What follows belongs to an exercise in optimizing a design on an open flow for small area, a short achievable clock period and few clock cycles; a production flow would make more cautious choices.
Only simulation tests tie the RTL to the original design; equivalence was not proved.
No activity file was given, so power comes from the tool's default toggle rates.

$ cat flow/design.v
`default_nettype none
package bffa_pkg;
  localparam int MapBitsDefault = 4096;
  localparam int WordBits       = 64;
  localparam int WordSelW       = 6;
  localparam int StartW   = 12;
  localparam int LenW     = 13;
  localparam int StatusW  = 2;
  localparam int TotalW   = 13;
  localparam int FdbW     = 12;
  localparam int CfgDataW = 13;
  localparam int CfgIdxW  = 1;
  localparam logic [TotalW-1:0] TotalReset = TotalW'(1024);
  localparam logic [FdbW-1:0]   FdbReset   = FdbW'(32);
  typedef enum logic {
    CMD_ALLOC = 1'b0,
    CMD_FREE  = 1'b1
  } cmd_e;
  typedef enum logic [StatusW-1:0] {
    ST_OK       = 2'd0,
    ST_NO_SPACE = 2'd1,
    ST_ZERO_LEN = 2'd2,
    ST_RANGE    = 2'd3
  } status_e;
  typedef enum logic [CfgIdxW-1:0] {
    CFG_VOLUME_BLOCKS    = 1'b0,
    CFG_FIRST_DATA_BLOCK = 1'b1
  } cfg_idx_e;
  typedef struct packed {
    logic                hit;
    logic [WordSelW-1:0] pos;
    logic [LenW-1:0]     carry;
  } fit_res_t;
endpackage
`default_nettype wire
`default_nettype none
module bffa_ram #(
  parameter int Width = 64,
  parameter int Depth = 64,
  localparam int AddrW = (Depth > 1) ? $clog2(Depth) : 1
) (
  input  wire logic             clk_i,
  input  wire logic             we_i,
  input  wire logic [AddrW-1:0] waddr_i,
  input  wire logic [Width-1:0] wdata_i,
  input  wire logic [AddrW-1:0] raddr_i,
  output logic      [Width-1:0] rdata_o
);
  logic [Width-1:0] mem [Depth];
  always_ff @(posedge clk_i) begin
    if (we_i) begin
      mem[waddr_i] <= wdata_i;
    end
    rdata_o <= mem[raddr_i];
  end
endmodule
`default_nettype wire
`default_nettype none
module bffa_fit (
  input  wire logic [bffa_pkg::WordBits-1:0] used_i,
  input  wire logic [bffa_pkg::LenW-1:0]     carry_i,
  input  wire logic [bffa_pkg::LenW-1:0]     len_i,
  output bffa_pkg::fit_res_t                 res_o
);
  localparam int NW   = bffa_pkg::WordBits;
  localparam int SelW = bffa_pkg::WordSelW;
  localparam int RunW = bffa_pkg::LenW + 1;
  logic [SelW:0][NW-1:0]           have_s;
  logic [SelW:0][NW-1:0][SelW-1:0] pos_s;
  logic [NW-1:0][RunW-1:0]         run_len;
  logic [NW-1:0]                   hit_vec;
  always_comb begin
    for (int j = 0; j < NW; j++) begin
      have_s[0][j] = used_i[j];
      pos_s[0][j]  = SelW'(j);
    end
    for (int k = 0; k < SelW; k++) begin
      for (int j = 0; j < NW; j++) begin
        if (!have_s[k][j] && (j >= (1 << k))) begin
          have_s[k+1][j] = have_s[k][(j >= (1 << k)) ? j - (1 << k) : j];
          pos_s[k+1][j]  = pos_s[k][(j >= (1 << k)) ? j - (1 << k) : j];
        end else begin
          have_s[k+1][j] = have_s[k][j];
          pos_s[k+1][j]  = pos_s[k][j];
        end
      end
    end
  end
  always_comb begin
    for (int j = 0; j < NW; j++) begin
      if (have_s[SelW][j]) begin
        run_len[j] = RunW'(j) - RunW'(pos_s[SelW][j]);
      end else begin
        run_len[j] = RunW'(carry_i) + RunW'(j + 1);
      end
      hit_vec[j] = (run_len[j] >= RunW'(len_i));
    end
  end
  always_comb begin
    res_o.hit = |hit_vec;
    res_o.pos = '0;
    for (int j = NW - 1; j >= 0; j--) begin
      if (hit_vec[j]) begin
        res_o.pos = SelW'(j);
      end
    end
    res_o.carry = run_len[NW-1][bffa_pkg::LenW-1:0];
  end
endmodule
`default_nettype wire
`default_nettype none
module bitmap_first_fit_extent_allocator_unit (
  input  wire logic                          clk_i,
  input  wire logic                          rst_ni,
  input  wire logic                          cfg_we_i,
  input  wire logic [bffa_pkg::CfgIdxW-1:0]  cfg_idx_i,
  input  wire logic [bffa_pkg::CfgDataW-1:0] cfg_data_i,
  input  wire logic                          req_valid_i,
  output      logic                          req_ready_o,
  input  wire logic                          req_command_i,
  input  wire logic [bffa_pkg::StartW-1:0]   req_start_block_i,
  input  wire logic [bffa_pkg::LenW-1:0]     req_run_length_i,
  output      logic                          rsp_valid_o,
  input  wire logic                          rsp_ready_i,
  output      logic [bffa_pkg::StatusW-1:0]  rsp_status_o,
  output      logic [bffa_pkg::StartW-1:0]   rsp_granted_start_o
);
  localparam int MapBits  = bffa_pkg::MapBitsDefault;
  localparam int NW       = bffa_pkg::WordBits;
  localparam int SelW     = bffa_pkg::WordSelW;
  localparam int LenW     = bffa_pkg::LenW;
  localparam int StartW   = bffa_pkg::StartW;
  localparam int MapWords = MapBits / NW;
  localparam int AddrW    = (MapWords > 1) ? $clog2(MapWords) : 1;
  localparam int BlkW     = ($clog2(MapBits) + 1 > 14) ? $clog2(MapBits) + 1 : 14;
  localparam int WordW    = BlkW - SelW;
  localparam logic [NW-1:0] Ones = '1;
  typedef enum logic [4:0] {
    S_CLEAR = 5'b00001,
    S_IDLE  = 5'b00010,
    S_SCAN  = 5'b00100,
    S_MARK  = 5'b01000,
    S_RESP  = 5'b10000
  } state_e;
  state_e state_q, state_d;
  logic [WordW-1:0] ptr_q, ptr_d;      
  logic [WordW-1:0] cur_q, cur_d;      
  logic             pend_q, pend_d;    
  logic [WordW-1:0] ws_q, ws_d;        
  logic [WordW-1:0] we_q, we_d;
  logic [NW-1:0]    lo_mask_q, lo_mask_d;
  logic [NW-1:0]    hi_mask_q, hi_mask_d;
  logic [LenW-1:0]  len_q, len_d;
  logic [LenW-1:0]  carry_q, carry_d;
  logic [BlkW-1:0]  lo_q, lo_d;        
  logic [BlkW-1:0]  hi_q, hi_d;
  logic             set_q, set_d;
  bffa_pkg::status_e status_q, status_d;
  logic [StartW-1:0] granted_q, granted_d;
  logic [bffa_pkg::TotalW-1:0] total_q;
  logic [bffa_pkg::FdbW-1:0]   fdb_q;
  logic                      out_valid_q;
  bffa_pkg::status_e         out_status_q;
  logic [StartW-1:0]         out_start_q;
  logic                      resp_load;
  logic             ram_we;
  logic [AddrW-1:0] ram_waddr;
  logic [NW-1:0]    ram_wdata;
  logic [NW-1:0]    ram_rdata;
  logic [NW-1:0]      scan_used;
  bffa_pkg::fit_res_t fit_res;
  logic [BlkW-1:0] total_ext, fdb_ext, limit, lim_m1, start_ext, len_ext, free_end;
  logic [BlkW-1:0] hit_end, hit_start;
  logic [SelW-1:0] mk_a, mk_b;
  logic [NW-1:0]   mark_mask;
  bffa_ram #(
    .Width (NW),
    .Depth (MapWords)
  ) u_map (
    .clk_i   (clk_i),
    .we_i    (ram_we),
    .waddr_i (ram_waddr),
    .wdata_i (ram_wdata),
    .raddr_i (ptr_q[AddrW-1:0]),
    .rdata_o (ram_rdata)
  );
  assign scan_used = ram_rdata
                   | ((cur_q == ws_q) ? lo_mask_q : '0)
                   | ((cur_q == we_q) ? hi_mask_q : '0);
  bffa_fit u_fit (
    .used_i  (scan_used),
    .carry_i (carry_q),
    .len_i   (len_q),
    .res_o   (fit_res)
  );
  assign total_ext = BlkW'(total_q);
  assign fdb_ext   = BlkW'(fdb_q);
  assign limit     = (total_ext < BlkW'(MapBits)) ? total_ext : BlkW'(MapBits);
  assign lim_m1    = limit - BlkW'(1);
  assign start_ext = BlkW'(req_start_block_i);
  assign len_ext   = BlkW'(req_run_length_i);
  assign free_end  = start_ext + len_ext;
  assign hit_end   = {cur_q, fit_res.pos};
  assign hit_start = hit_end + BlkW'(1) - BlkW'(len_q);
  assign mk_a      = (cur_q == lo_q[BlkW-1:SelW]) ? lo_q[SelW-1:0] : '0;
  assign mk_b      = (cur_q == hi_q[BlkW-1:SelW]) ? hi_q[SelW-1:0] : '1;
  assign mark_mask = (Ones << mk_a) & (Ones >> (SelW'(NW - 1) - mk_b));
  assign req_ready_o = (state_q == S_IDLE);
  always_comb begin
    state_d   = state_q;
    ptr_d     = ptr_q;
    cur_d     = cur_q;
    pend_d    = pend_q;
    ws_d      = ws_q;
    we_d      = we_q;
    lo_mask_d = lo_mask_q;
    hi_mask_d = hi_mask_q;
    len_d     = len_q;
    carry_d   = carry_q;
    lo_d      = lo_q;
    hi_d      = hi_q;
    set_d     = set_q;
    status_d  = status_q;
    granted_d = granted_q;
    ram_we    = 1'b0;
    ram_waddr = cur_q[AddrW-1:0];
    ram_wdata = '0;
    resp_load = 1'b0;
    case (state_q)
      S_CLEAR: begin
        ram_we    = 1'b1;
        ram_waddr = ptr_q[AddrW-1:0];
        ptr_d     = ptr_q + WordW'(1);
        if (ptr_q == WordW'(MapWords - 1)) begin
          ptr_d   = '0;
          state_d = S_IDLE;
        end
      end
      S_IDLE: begin
        if (req_valid_i) begin
          len_d     = req_run_length_i;
          carry_d   = '0;
          pend_d    = 1'b0;
          granted_d = '0;
          if (req_run_length_i == '0) begin
            status_d = bffa_pkg::ST_ZERO_LEN;
            state_d  = S_RESP;
          end else if (req_command_i == bffa_pkg::CMD_ALLOC) begin
            set_d = 1'b1;
            if (fdb_ext >= limit) begin
              status_d = bffa_pkg::ST_NO_SPACE;
              state_d  = S_RESP;
            end else begin
              ws_d      = fdb_ext[BlkW-1:SelW];
              we_d      = lim_m1[BlkW-1:SelW];
              ptr_d     = fdb_ext[BlkW-1:SelW];
              lo_mask_d = ~(Ones << fdb_ext[SelW-1:0]);
              hi_mask_d = ~(Ones >> (SelW'(NW - 1) - lim_m1[SelW-1:0]));
              state_d   = S_SCAN;
            end
          end else begin
            set_d = 1'b0;
            if (free_end > BlkW'(MapBits)) begin
              status_d = bffa_pkg::ST_RANGE;
              state_d  = S_RESP;
            end else begin
              lo_d     = start_ext;
              hi_d     = free_end - BlkW'(1);
              ptr_d    = start_ext[BlkW-1:SelW];
              status_d = bffa_pkg::ST_OK;
              state_d  = S_MARK;
            end
          end
        end
      end
      S_SCAN: begin
        if (ptr_q <= we_q) begin
          pend_d = 1'b1;
          cur_d  = ptr_q;
          ptr_d  = ptr_q + WordW'(1);
        end else begin
          pend_d = 1'b0;
        end
        if (pend_q) begin
          if (fit_res.hit) begin
            lo_d      = hit_start;
            hi_d      = hit_end;
            granted_d = hit_start[StartW-1:0];
            status_d  = bffa_pkg::ST_OK;
            ptr_d     = hit_start[BlkW-1:SelW];
            pend_d    = 1'b0;
            state_d   = S_MARK;
          end else begin
            carry_d = fit_res.carry;
            if (cur_q == we_q) begin
              status_d = bffa_pkg::ST_NO_SPACE;
              state_d  = S_RESP;
            end
          end
        end
      end
      S_MARK: begin
        if (ptr_q <= hi_q[BlkW-1:SelW]) begin
          pend_d = 1'b1;
          cur_d  = ptr_q;
          ptr_d  = ptr_q + WordW'(1);
        end else begin
          pend_d = 1'b0;
        end
        if (pend_q) begin
          ram_we    = 1'b1;
          ram_waddr = cur_q[AddrW-1:0];
          ram_wdata = set_q ? (ram_rdata | mark_mask) : (ram_rdata & ~mark_mask);
          if (cur_q == hi_q[BlkW-1:SelW]) begin
            state_d = S_RESP;
          end
        end
      end
      S_RESP: begin
        if (!out_valid_q || rsp_ready_i) begin
          resp_load = 1'b1;
          state_d   = S_IDLE;
        end
      end
      default: begin
        state_d = S_IDLE;
      end
    endcase
  end
  always_ff @(posedge clk_i or negedge rst_ni) begin
    if (!rst_ni) begin
      state_q <= S_CLEAR;
      ptr_q   <= '0;
      pend_q  <= 1'b0;
    end else begin
      state_q <= state_d;
      ptr_q   <= ptr_d;
      pend_q  <= pend_d;
    end
  end
  always_ff @(posedge clk_i) begin
    cur_q     <= cur_d;
    ws_q      <= ws_d;
    we_q      <= we_d;
    lo_mask_q <= lo_mask_d;
    hi_mask_q <= hi_mask_d;
    len_q     <= len_d;
    carry_q   <= carry_d;
    lo_q      <= lo_d;
    hi_q      <= hi_d;
    set_q     <= set_d;
    status_q  <= status_d;
    granted_q <= granted_d;
  end
  always_ff @(posedge clk_i or negedge rst_ni) begin
    if (!rst_ni) begin
      total_q <= bffa_pkg::TotalReset;
      fdb_q   <= bffa_pkg::FdbReset;
    end else if (cfg_we_i) begin
      case (cfg_idx_i)
        bffa_pkg::CFG_VOLUME_BLOCKS: begin
          total_q <= cfg_data_i[bffa_pkg::TotalW-1:0];
        end
        bffa_pkg::CFG_FIRST_DATA_BLOCK: begin
          fdb_q <= cfg_data_i[bffa_pkg::FdbW-1:0];
        end
        default: begin
        end
      endcase
    end
  end
  always_ff @(posedge clk_i or negedge rst_ni) begin
    if (!rst_ni) begin
      out_valid_q <= 1'b0;
    end else if (resp_load) begin
      out_valid_q <= 1'b1;
    end else if (rsp_ready_i) begin
      out_valid_q <= 1'b0;
    end
  end
  always_ff @(posedge clk_i) begin
    if (resp_load) begin
      out_status_q <= status_q;
      out_start_q  <= granted_q;
    end
  end
  assign rsp_valid_o         = out_valid_q;
  assign rsp_status_o        = out_status_q;
  assign rsp_granted_start_o = out_start_q;
endmodule
`default_nettype wire
$ cat flow/run.sh
#!/bin/bash
# synth_recipe.tcl (not shown) runs the flow's synth.tcl, then flattens the netlist and writes it again
# the make line also repeats each setting of config.mk as NAME=value (left out here)
make -C /OpenROAD-flow-scripts/flow DESIGN_CONFIG=/design/flow/config.mk WORK_HOME=/design/flow/orfs CLKGATE_MAP_FILE= SYNTH_SCRIPT=/design/flow/synth_recipe.tcl finish
$ cat flow/config.mk
export PLATFORM = sky130hd
export DESIGN_NAME = bitmap_first_fit_extent_allocator_unit
export DESIGN_NICKNAME = bitmap_first_fit_extent_allocator_unit
export VERILOG_FILES = /design/flow/design.v
export SDC_FILE = /design/flow/constraint.sdc
export NUM_CORES = 4
export LEC_CHECK = 0
export CAP_MARGIN = 20
export CORE_MARGIN = 2
export CORE_UTILIZATION = 40
export PLACE_DENSITY = 0.6
export SETUP_SLACK_MARGIN = 0.1
export SLEW_MARGIN = 20
$ cat flow/constraint.sdc
create_clock -name core_clock -period 12.0 [get_ports {clk_i}]
set_input_delay 2.4000 -clock core_clock [delete_from_list [all_inputs] [get_ports {clk_i}]]
set_output_delay 2.4000 -clock core_clock [all_outputs]
set_load 0.01 [all_outputs]
==> results_dict.tcl, run 1 <==
set metrics [dict create \
    async_flop_share_pct 0.9027 \
    cp_data_arrival_time_ns 12.39 \
    synth_ff_type "edfxtp_1" \
    syn_inst 13670 \
    firstDrtPassIters 14 \
    drtIter0Drc 20350 \
    grt_usage_pct 31.33 \
    crit_type "flip-flop to flip-flop" \
    final_nets 15510 \
    p_per_area_mw_per_mm2 189.1 \
    synth-seq-cells 4431 \
    grt_setup_unrepaired "false" \
    cts.sinks 4431 \
    rows 268 \
    ys_seq_area_share_pct 61.77 \
    min_period_over_period_pct 95.66 \
    min_path_type "flip-flop to flip-flop" \
    clk_root_buffer_cell "clkbuf_16" \
    slew_violations 0 \
    synth-edff-count 4327 \
    synth_area_mm2 0.2140 \
    die_w_um 735.5 \
    start_util_pct 40.17 \
    startpoint_type "flip-flop" \
    route.vias.total 139900 \
    netlist-cell-type-count 121 \
    path_delay_family "compound AO/OA/AOI/OAI gates" \
    via_per_inst 6.392 \
    cp_common_cell "a21oi_1" \
    synth.most_common_cell "edfxtp_1" \
    grt_pass1_vias 133700 \
    fin_skew_ns 0.08433 \
    cts_tree "done" \
    leakage_nw 92.44 \
    crit_required_ns 12.91 \
    timing.fmax_mhz 87.11 \
    critPathBufInv 4 \
    io_pins 61 \
    ant_nets 0 \
    grt_max_degree 144 \
    syn_area_per_cell_um2 15.66 \
    h-tree-depth 5 \
    ys_warn_count 3 \
    die_y_um 735.5 \
    antenna_found_initial 48 \
    cts_made_buffers 432 \
    grt_first_pass_wirelength_um 1164000 \
    clockBufferDepth 4 \
    drive_above_1_share_pct 22.33 \
    clk_latency_ns 1.08 \
    path_max_fanout 15 \
    dpl_cell_area_mm2 0.2299 \
    routabilityCongestion 1.087 \
    cp_slowest_cell "nor4_1" \
    yosysTopAreaCell "edfxtp_1" \
    final_cell_area_mm2 0.2445 \
    grt-ovfl-total 0 \
    slew_headroom_pct 14.15 \
    path_clk_slew_ns 0.06 \
    netlist.area_leader.share_pct 60.70 \
    final_hold_viol_count 0 \
    areaGrowthSynthToFinish_pct 14.22 \
    core_mm2 0.5328 \
    status "no timing/DRC/antenna violations" \
    yosys-top-cells-area "edfxtp_1 61%, mux4_2 14%, ha_1 5.8%, nor2_1 2.0%, a21oi_1 1.8%" \
    max_cap_viol_count 0 \
    detail_route.wl_per_cell_um 39.63 \
    synthTopCellsByCount "4327 x edfxtp_1, 1344 x mux4_2, 1129 x nor2_1" \
    worst_slew_pin_slew_ns 1.277 \
    routed_wl_um 867300 \
    drc_errors 0 \
    fin_setup_tns_ns 0 \
    syn-num-nets 14700 \
    ir_drop_mv 0.2111 \
    end_kind "flip-flop" \
    final-setup-viol-count 0 \
    cpPeakStageDelay_ns 0.69 \
    die-area_mm2 0.5410 \
    min_period_ns 11.48 \
    place_hpwl_um 567000 \
    port_buffers 60 \
]
==> where the power goes <==
| part | internal (W) | total (W) | switching (W) |
|---|---|---|---|
| clock network | 0.00744 | 0.0133 | 0.00589 |
| logic | 0.00570 | 0.0152 | 0.00949 |
| registers | 0.0171 | 0.0177 | 0.000612 |
| total | 0.0302 | 0.0462 | 0.0160 |
==> timing repair <==
item,CTS,global route
hold buffers,0,0
endpoints found under the setup margin,0,12
hold endpoints to repair,0,0
gates resized for setup,0,14
buffers inserted,0,8
==> final cells by class <==
cell class	count	area [µm²]
timing repair buffer	1047	9241
antenna	30	75.07
inverter	152	583.1
clock buffer	588	11750
clock inverter	205	1959
tap	7020	8783
sequential	4431	132200
multi-input combinational	8411	79840
fill	46090	288300
==> worst reg2reg max path: cells and delay by family (launching register included) <==
| kind | cells | cell delay (ns) |
|---|---|---|
| and+or+nand+nor | 8 | 2.92 |
| buffers and inverters | 4 | 0.67 |
| adders and majority gates | 5 | 1.41 |
| xor gates and xnor gates | 3 | 0.50 |
| DFF | 1 | 0.44 |
| muxes | 1 | 0.18 |
| AOI/OAI and AO/OA | 22 | 5.24 |
==> layer usage <==
layer	share of wire (%)	global-route usage [%]
met2	46	48.90
met4	7.2	18.76
met5	0.013	0
met1	38	41.15
met3	8.8	5.526
==> worst paths after layout <==
kind	end	depth (start not counted)	slack [ns]	from
min in group asynchronous	out_valid_q	1	1.49	rst_ni
max in group asynchronous	ptr_q[0]	1	9.79	rst_ni
max reg2reg	ptr_q[7]	43	0.52	cur_q[1]
min	out_start_q[0]	0	0.42	granted_q[0]
min reg2reg	out_start_q[0]	0	0.42	granted_q[0]
max	ptr_q[7]	43	0.52	cur_q[1]
==> cells by family (layout without fill, tap and decap cells) <==
family / Yosys count / after routing / synth area share (%)
DFF: 4431 / 4431 / 61.77
and+or+nand+nor: 2822 / 2822 / 6.079
AOI/OAI and AO/OA: 2476 / 2476 / 7.397
muxes: 1486 / 1486 / 14.83
adders and majority gates: 989 / 989 / 5.788
buffers and inverters: 826 / 1992 / 1.525
xor gates and xnor gates: 638 / 638 / 2.611
other: 0 / 30 / 0
==> placed cells by master (no fill, tap or decap), types with 59 or more instances in the layout <==
cell type	instances
a211oi_1	81
a21o_1	243
a21oi_1	743
a31oi_1	100
and2_1	61
buf_12	70
buf_4	899
clkbuf_1	125
clkbuf_16	436
clkdlybuf4s50_1	59
clkinv_1	84
clkinv_2	65
dfxtp_1	64
edfxtp_1	4327
ha_1	984
inv_1	135
mux2i_1	102
mux4_2	1344
nand2_1	718
nand2b_1	137
nand3_1	167
nand4_1	76
nor2_1	998
nor2_4	130
nor2b_1	71
nor3_1	150
o211ai_1	65
o21ai_0	576
xnor2_1	383
xor2_1	253
==> flip-flops by register name (all words and copies together) (netlist names), 2 cells and up <==
| name | flops |
|---|---|
| u_map.mem | 4096 |
| granted_q | 12 |
| ws_q | 6 |
| ptr_q | 8 |
| u_map.rdata_o | 64 |
| fdb_q | 12 |
| lo_mask_q | 63 |
| hi_q | 14 |
| carry_q | 13 |
| len_q | 13 |
| state_q | 5 |
| hi_mask_q | 63 |
| out_status_q | 2 |
| we_q | 8 |
| status_q | 2 |
| lo_q | 14 |
| cur_q | 8 |
| out_start_q | 12 |
| total_q | 13 |
==> through the flow <==
stage               std cells  total power, W  hold WS (ns)  setup WS (ns)  util, %
floorplan               13670         0.02665        0.4003          2.426        -
finish                  21880         0.04622        0.4200         0.5205    45.88
CTS                     21820         0.04605        0.4213         0.4198    45.72
detailed placement      21020         0.03284        0.4084         0.4818    43.15
global route            21870         0.04765        0.4233         0.1815    45.87
global placement        21000         0.03291        0.4071         0.1065    43.05
Testbench counts, summed over its fixed seeds: cycles 68,570.
==> run 2, diff against run 1 <==
--- a/flow/design.v
+++ b/flow/design.v
@@ -169,2 +169,4 @@
   logic [NW-1:0]    ram_rdata;
+  logic [AddrW-1:0] ram_raddr;
+  logic             resp_direct;    
   logic [NW-1:0]      scan_used;
@@ -183,3 +185,3 @@
     .wdata_i (ram_wdata),
-    .raddr_i (ptr_q[AddrW-1:0]),
+    .raddr_i (ram_raddr),
     .rdata_o (ram_rdata)
@@ -209,2 +211,9 @@
   always_comb begin
+    ram_raddr = ptr_q[AddrW-1:0];
+    if (state_q == S_IDLE) begin
+      ram_raddr = (req_command_i == bffa_pkg::CMD_ALLOC) ? fdb_ext[SelW+AddrW-1:SelW]
+                                                       : start_ext[SelW+AddrW-1:SelW];
+    end
+  end
+  always_comb begin
     state_d   = state_q;
@@ -228,2 +237,3 @@
     resp_load = 1'b0;
+    resp_direct = 1'b0;
     case (state_q)
@@ -255,3 +265,5 @@
               we_d      = lim_m1[BlkW-1:SelW];
-              ptr_d     = fdb_ext[BlkW-1:SelW];
+              cur_d     = fdb_ext[BlkW-1:SelW];
+              pend_d    = 1'b1;
+              ptr_d     = fdb_ext[BlkW-1:SelW] + WordW'(1);
               lo_mask_d = ~(Ones << fdb_ext[SelW-1:0]);
@@ -268,3 +280,5 @@
               hi_d     = free_end - BlkW'(1);
-              ptr_d    = start_ext[BlkW-1:SelW];
+              cur_d    = start_ext[BlkW-1:SelW];
+              pend_d   = 1'b1;
+              ptr_d    = start_ext[BlkW-1:SelW] + WordW'(1);
               status_d = bffa_pkg::ST_OK;
@@ -297,2 +311,6 @@
               state_d  = S_RESP;
+              if (!out_valid_q || rsp_ready_i) begin
+                resp_direct = 1'b1;
+                state_d     = S_IDLE;
+              end
             end
@@ -315,2 +333,6 @@
             state_d = S_RESP;
+            if (!out_valid_q || rsp_ready_i) begin
+              resp_direct = 1'b1;
+              state_d     = S_IDLE;
+            end
           end
@@ -328,2 +350,6 @@
     endcase
+    if (state_q == S_IDLE && state_d == S_RESP && (!out_valid_q || rsp_ready_i)) begin
+      resp_direct = 1'b1;
+      state_d     = S_IDLE;
+    end
   end
@@ -374,3 +400,3 @@
       out_valid_q <= 1'b0;
-    end else if (resp_load) begin
+    end else if (resp_load || resp_direct) begin
       out_valid_q <= 1'b1;
@@ -381,3 +407,6 @@
   always_ff @(posedge clk_i) begin
-    if (resp_load) begin
+    if (resp_direct) begin
+      out_status_q <= status_d;
+      out_start_q  <= granted_d;
+    end else if (resp_load) begin
       out_status_q <= status_q;
==> run 2 against run 1 <==
Against the previous run: sequential cell count unchanged; non-clock buffer count up 45; power is 19% higher; clock power is essentially flat; highest routed layer unchanged.
==> results_dict.tcl, run 2 <==
set metrics [dict create \
    leakage_nw 75.29 \
    hold_slack_ns 0.4493 \
    fin_setup_tns_ns 0 \
    grt_usage_pct 30.79 \
    yosys-top-cells-area "edfxtp_1 60%, mux4_2 11%, ha_1 5.7%, a21oi_1 2.3%, nor2_1 2.0%" \
    final_cell_mix "4313 x edfxtp_1, 1024 x mux4_2, 998 x nor2_1, 987 x a21oi_1, 981 x ha_1" \
    largest_reg_flops 4096 \
    drc_errors 0 \
    port_buffers 60 \
    ctsHoldBuffers 0 \
    stdcell_count 23140 \
    largest_registers "u_map.mem: 4096 flops, u_map.rdata_o: 64 flops" \
    syn_area_per_cell_um2 14.59 \
    routabilityCongestion 1.075 \
    slew_headroom_pct 8.821 \
    min_period_over_period_pct 97.68 \
    max_cap_viol_count 0 \
    async_flop_share_pct 0.9027 \
    startpoint_type "flip-flop" \
    min_period_ns 11.72 \
    dpl_cell_area_mm2 0.2326 \
    status "no timing/DRC/antenna violations" \
    core_mm2 0.5395 \
    rows 270 \
    firstDrtPassIters 8 \
    crit_type "flip-flop to flip-flop" \
    drtIter0Drc 20070 \
    ys_seq_area_share_pct 61.06 \
    drive_above_1_share_pct 19.16 \
    fin_skew_ns 0.1188 \
    die_w_um 739.4 \
    crit_required_ns 12.95 \
    cp_data_arrival_time_ns 12.67 \
    path_delay_family "compound AO/OA/AOI/OAI gates" \
    final_common_cell "edfxtp_1" \
    clk_root_buffer_cell "clkbuf_16" \
    p_per_area_mw_per_mm2 222.8 \
    clockBufferDepth 4 \
    cp_common_cell "a21oi_1" \
    cpPeakStageDelay_ns 0.73 \
    cts.sinks 4431 \
    cp_slowest_cell "or3_1" \
    final_hold_viol_count 0 \
    synth-edff-count 4313 \
    top_register "u_map.mem" \
    synth_ff_type "edfxtp_1" \
    areaGrowthSynthToFinish_pct 14.13 \
    grt-ovfl-total 0 \
    met2_usage_pct 47.88 \
    routed_wl_um 865900 \
    route.vias.total 146600 \
    grt_max_degree 142 \
    grt_pass1_vias 139200 \
    critPathBufInv 3 \
    final-setup-viol-count 0 \
    grt_first_pass_wirelength_um 1175000 \
    synthTopCellsByCount "4313 x edfxtp_1, 1133 x nor2_1, 1024 x mux4_2" \
    path_max_fanout 10 \
    netlist-cell-type-count 120 \
    h-tree-depth 5 \
    final_nets 16580 \
    via_per_inst 6.337 \
    clk_latency_ns 1.07 \
    grt.busiest_layer "met2" \
    path_clk_slew_ns 0.07 \
    detail_route.wl_per_cell_um 37.42 \
    cts_tree "done" \
    antenna_found_initial 49 \
    place_hpwl_um 563100 \
    final_cell_area_mm2 0.2469 \
    timing.fmax_mhz 85.31 \
    synth.most_common_cell "edfxtp_1" \
    die_y_um 739.4 \
    ant_nets 0 \
    die-area_mm2 0.5467 \
    synth-seq-cells 4431 \
    syn-num-nets 15860 \
    min_path_type "flip-flop to flip-flop" \
    met1_usage_pct 41.32 \
    dp_cells 22300 \
    synth_area_mm2 0.2163 \
    use_met3_pct 6.078 \
    start_util_pct 40.09 \
    setup.reg_to_reg.worst_slack_ns 0.28 \
    syn_inst 14820 \
    netlist.area_leader.share_pct 59.88 \
    cts_made_buffers 419 \
    grt_setup_unrepaired "false" \
    worst_slew_pin_slew_ns 1.366 \
    ir_drop_mv 0.3414 \
    end_kind "flip-flop" \
    io_pins 61 \
    slew_violations 0 \
    yosysTopAreaCell "edfxtp_1" \
    ys_warn_count 3 \
]
==> run 2: changes by cell type in the layout (fill, tap and decap cells not counted), sizes merged, moves of 32 or more <==
| cell | before | now |
|---|---|---|
| a211oi | 86 | 520 |
| buf | 988 | 1031 |
| clkbuf | 588 | 541 |
| inv | 153 | 195 |
| mux4 | 1344 | 1024 |
| nand2b | 138 | 106 |
| a21oi | 754 | 1002 |
| nand2 | 725 | 805 |
| nor2b | 72 | 325 |
| mux2i | 104 | 357 |
| o21ai | 598 | 658 |
==> run 2: worst paths after layout <==
kind                         startpoint           end  cells past startpoint
setup / recovery               cur_q[3]      ptr_q[7]                     45
hold / removal             granted_q[7]  granted_q[7]                      1
setup reg to reg               cur_q[3]      ptr_q[7]                     45
hold reg to reg            granted_q[7]  granted_q[7]                      1
max in group asynchronous        rst_ni      fdb_q[0]                      1
min in group asynchronous        rst_ni   out_valid_q                      1
==> run 2: metrics by stage <==
stage                     worst slack, ns  power [W]  util [%]
after global placement             0.1667    0.04158     43.03
after floorplan                     2.215    0.03216         -
after global routing               0.1207    0.05692     45.75
after CTS                          0.1243    0.05471     45.64
after detailed placement           0.1535    0.04152     43.11
final                              0.2779    0.05500     45.76
==> run 2: repair_timing <==
| action | 4_1_cts | 5_1_grt |
|---|---|---|
| setup endpoints to repair | 0 | 21 |
| gates resized for setup | 0 | 26 |
| hold endpoints to repair | 0 | 0 |
| buffers inserted | 0 | 14 |
==> run 2: worst reg2reg max path, delay by kind of cell, from the launching register on <==
kind                     cells  cell delay [ns]
adder cells (fa/ha/maj)      5             1.59
AND/OR/NAND/NOR             11             2.66
buffers and inverters        3             0.71
AO/OA/AOI/OAI               24             5.76
flip-flops                   1             0.46
XOR/XNOR                     2             0.44
==> run 2: logic make-up after synthesis <==
group,Yosys count,share of synthesized area (%)
flip-flops,4431,61.06
AO/OA/AOI/OAI,3225,9.540
AND/OR/NAND/NOR,3124,6.713
multiplexers,1425,12.56
adder cells (fa/ha/maj),989,5.728
buffers and inverters,982,1.784
XOR/XNOR,646,2.616
==> run 2: final cells by class <==
class                           instances  area [µm²]
Fill cell                           47410      292600
Sequential cell                      4431      132100
Multi-Input combinational cell       9411       81810
Clock buffer                          539       11340
Timing Repair Buffer                 1092        9527
Tap cell                             7208        9019
Clock inverter                        242        2315
Inverter                              187       713.2
Antenna cell                           29       72.57
==> run 2: report_power, final <==
group	total, W	switching [W]	internal [W]
clock	0.0133	0.00590	0.00735
sequential	0.0181	0.000640	0.0174
combinational	0.0237	0.0152	0.00844
total	0.0550	0.0218	0.0332
==> run 2: routing by layer <==
metal,share of wire [%],up-vias
met2,45,8485
met4,6.2,36
li1,-,60150
met3,9.2,1941
met5,0.028,-
met1,40,76010
Testbench counts of run 2, summed over its fixed seeds: cycles 58,970.
==> run 3, diff against run 2 <==
--- a/flow/design.v
+++ b/flow/design.v
@@ -171,2 +171,5 @@
   logic             resp_direct;    
+  logic [NW-1:0]    hold_q;         
+  logic             use_hold, hold_v_q;
+  logic [NW-1:0]    mark_src;
   logic [NW-1:0]      scan_used;
@@ -238,2 +241,3 @@
     resp_direct = 1'b0;
+    use_hold = 1'b0;
     case (state_q)
@@ -306,2 +310,8 @@
             state_d   = S_MARK;
+            if (hit_start[BlkW-1:SelW] == cur_q) begin
+              cur_d    = cur_q;
+              ptr_d    = cur_q + WordW'(1);
+              pend_d   = 1'b1;
+              use_hold = 1'b1;
+            end
           end else begin
@@ -330,3 +340,3 @@
           ram_waddr = cur_q[AddrW-1:0];
-          ram_wdata = set_q ? (ram_rdata | mark_mask) : (ram_rdata & ~mark_mask);
+          ram_wdata = set_q ? (mark_src | mark_mask) : (mark_src & ~mark_mask);
           if (cur_q == hi_q[BlkW-1:SelW]) begin
@@ -355,2 +365,10 @@
   end
+  assign mark_src = hold_v_q ? hold_q : ram_rdata;
+  always_ff @(posedge clk_i) begin
+    hold_q <= ram_rdata;
+  end
+  always_ff @(posedge clk_i or negedge rst_ni) begin
+    if (!rst_ni) hold_v_q <= 1'b0;
+    else         hold_v_q <= use_hold;
+  end
   always_ff @(posedge clk_i or negedge rst_ni) begin
==> run 3 against run 2 <==
Against the previous run: still clean; final cell count rose by 3.6%; non-clock buffer count up 523; clock skew decreased by 0.026 ns; die area increased by 1.4%; power is 6.5% higher; count of clock-buffer cells in the layout grew 33; wire length is 6.2% higher; critical endpoint is now cur_q[1].
==> results_dict.tcl, run 3 <==
set metrics [dict create \
    cp_common_cell "buf_4" \
    ant_nets 0 \
    die_w_um 744.5 \
    synth-seq-cells 4496 \
    synth_ff_type "edfxtp_1" \
    grt_usage_pct 32.48 \
    crit_required_ns 12.80 \
    syn_inst 15110 \
    routed_wl_um 919400 \
    routabilityCongestion 1.118 \
    fillers 47730 \
    final_common_cell "edfxtp_1" \
    clk_root_buffer_cell "clkbuf_16" \
    synth_area_mm2 0.2193 \
    hold_slack_ns 0.4570 \
    path_delay_family "compound AO/OA/AOI/OAI gates" \
    core_mm2 0.5456 \
    rows 271 \
    grt_first_pass_wirelength_um 1242000 \
    min_path_type "flip-flop to flip-flop" \
    p_per_area_mw_per_mm2 229.7 \
    grt_setup_unrepaired "false" \
    syn-num-nets 16140 \
    io_pins 61 \
    ir_drop_mv 0.3112 \
    die-area_mm2 0.5543 \
    ys_warn_count 3 \
    final_nets 17380 \
    startpoint_type "flip-flop" \
    firstDrtPassIters 7 \
    drtIter0Drc 20010 \
    async_flop_share_pct 0.9119 \
    final_hold_viol_count 0 \
    ys_seq_area_share_pct 60.81 \
    stdcell_count 23980 \
    clk_latency_ns 1.09 \
    slew_violations 0 \
    fin_setup_tns_ns 0 \
    pre_cts_slack_ns -0.4721 \
    min_period_over_period_pct 97.11 \
    cts.sinks 4496 \
    start_util_pct 40.20 \
    crit_type "flip-flop to flip-flop" \
    largest_registers "u_map.mem: 4096 flops, hold_q: 64 flops, u_map.rdata_o: 64 flops" \
    synth-edff-count 4313 \
    layout_setup_ws_ns 0.3473 \
    fin_skew_ns 0.09237 \
    end_kind "flip-flop" \
    via_per_inst 6.316 \
    power.switching_w 0.02355 \
    clock_power_share_pct 23.4 \
    slew_headroom_pct 13.04 \
    yosysTopAreaCell "edfxtp_1" \
    p_int_w 0.03504 \
    cts_tree "done" \
    critPathBufInv 14 \
    cp_data_arrival_time_ns 12.45 \
    syn_area_per_cell_um2 14.52 \
    drive_above_1_share_pct 21.85 \
    die_y_um 744.5 \
    cpPeakStageDelay_ns 0.52 \
    top_register "u_map.mem" \
    grt_pass1_vias 144800 \
    synth.most_common_cell "edfxtp_1" \
    netlist-cell-type-count 112 \
    synthTopCellsByCount "4313 x edfxtp_1, 1126 x nor2_1, 1036 x a21oi_1" \
    final_cell_mix "4313 x edfxtp_1, 1453 x buf_4, 1039 x nor2_1, 1024 x mux4_2, 1014 x a21oi_1" \
    path_max_fanout 11 \
    drc_errors 0 \
    min_period_ns 11.65 \
    swShare_pct 40.19 \
    seq_area_mm2 0.1334 \
    place_hpwl_um 627400 \
    multi_input_area_mm2 0.08413 \
    route.vias.total 151500 \
    leakage_nw 78.65 \
    grt-ovfl-total 0 \
    worst_slew_pin_slew_ns 1.291 \
    cp_slowest_cell "a211oi_1" \
    h-tree-depth 5 \
    areaGrowthSynthToFinish_pct 16.29 \
    cts_made_buffers 438 \
    max_cap_viol_count 0 \
    port_buffers 60 \
    final-setup-viol-count 0 \
    path_clk_slew_ns 0.06 \
    clockBufferDepth 4 \
    dp_cells 23120 \
    p_seq_share_pct 31.2 \
    largest_reg_flops 4096 \
    antenna_found_initial 59 \
    comb_power_share_pct 45.4 \
    status "no timing/DRC/antenna violations" \
    netlist.area_leader.share_pct 59.05 \
    detail_route.wl_per_cell_um 38.34 \
    grt_max_degree 118 \
    yosys-top-cells-area "edfxtp_1 59%, mux4_2 11%, ha_1 5.6%, a21oi_1 2.4%, a211oi_1 2.1%" \
    timing.fmax_mhz 85.82 \
]
-- run 3: power by group through the flow --
stage	Combinational, W	Clock (W)	Sequential [W]
finish	0.0266	0.0137	0.0183
floorplan	0.0151	0	0.0181
global placement	0.0260	0	0.0185
detailed placement	0.0259	0	0.0185
CTS	0.0260	0.0139	0.0182
global route	0.0279	0.0145	0.0182
-- run 3: final cells by class --
class	instances	share of cell area, %
antenna	33	0.03237
clock buffer	572	4.651
clock inverter	234	0.9325
inverter	176	0.2644
multi-input combinational	9621	32.98
sequential	4496	52.30
tap	7234	3.548
timing repair buffer	1615	5.293
-- run 3: repair_timing --
item / in CTS / in global routing
gates resized for setup: 34 / 110
pin swaps: 7 / 32
setup endpoints to repair: 18 / 18
setup buffers: 4 / 13
hold buffers: 0 / 0
-- run 3: cells by family (layout without fill, tap and decap cells) --
| group | Yosys count | after routing | synth area share [%] |
|---|---|---|---|
| DFF | 4496 | 4496 | 60.81 |
| AOI/OAI and AO/OA | 3369 | 3369 | 9.934 |
| and+or+nand+nor | 3198 | 3198 | 6.892 |
| muxes | 1407 | 1407 | 12.29 |
| adders and majority gates | 990 | 990 | 5.654 |
| buffers and inverters | 988 | 2597 | 1.790 |
| xor gates and xnor gates | 657 | 657 | 2.623 |
| other | 0 | 33 | 0 |
-- run 3: per-stage QoR --
| stage | instance area [µm²] | total power, W | util, % |
|---|---|---|---|
| 2_1_floorplan | 219300 | 0.03326 | - |
| 3_3_place_gp | 239900 | 0.04449 | 43.96 |
| 3_5_place_dp | 240000 | 0.04440 | 43.99 |
| 4_1_cts | 254400 | 0.05816 | 46.63 |
| 5_1_grt | 255000 | 0.06066 | 46.74 |
| 6_report | 255100 | 0.05859 | 46.75 |
-- run 3: final timing paths --
| kind | startpoint | end | slack, ns | depth (start not counted) |
|---|---|---|---|---|
| setup / recovery | cur_q[2] | cur_q[1] | 0.35 | 51 |
| hold / removal | u_map.rdata_o[6] | hold_q[6] | 0.46 | 0 |
| setup reg to reg | cur_q[2] | cur_q[1] | 0.35 | 51 |
| hold reg to reg | u_map.rdata_o[6] | hold_q[6] | 0.46 | 0 |
| max in group asynchronous | rst_ni | fdb_q[5] | 10.18 | 2 |
| min in group asynchronous | rst_ni | out_valid_q | 1.25 | 1 |
-- run 3: per-layer routing --
| layer | GRT usage [%] | up-vias | part of all wire, % |
|---|---|---|---|
| li1 | - | 62360 | - |
| met1 | 44.19 | 79360 | 40 |
| met2 | 49.47 | 7899 | 44 |
| met3 | 5.401 | 1812 | 8.3 |
| met4 | 18.73 | 18 | 7.0 |
| met5 | 0 | - | 0.012 |
Testbench counts of run 3, summed over its fixed seeds: cycles 56,592.

==> what the ideal ports hide <==
In the flow no input, the clock included, has a driving cell. The finished layouts below were timed again as built, in two steps. Step 1, drivers: a clkbuf_16 drives clk_i and a buf_2 each remaining input, both assumed. Step 2 also shifts input and output timing later by t, the mid clock arrival at the registers, as if the neighbouring blocks saw the same clock. Slacks: ideal ports / drivers / drivers and shift; pairs: ideal ports / drivers.
run	t, ns	setup slack, ns	worst slew at a driven data input, ns	pins driven straight from the clock port
run 1	1.127	0.520 / 0.520 / 0.520	0.11	1
run 2	1.118	0.278 / 0.278 / 0.278	0.15	1
run 3	1.155	0.347 / 0.347 / 0.347	0.13	1
After both steps every run listed still meets setup and hold.
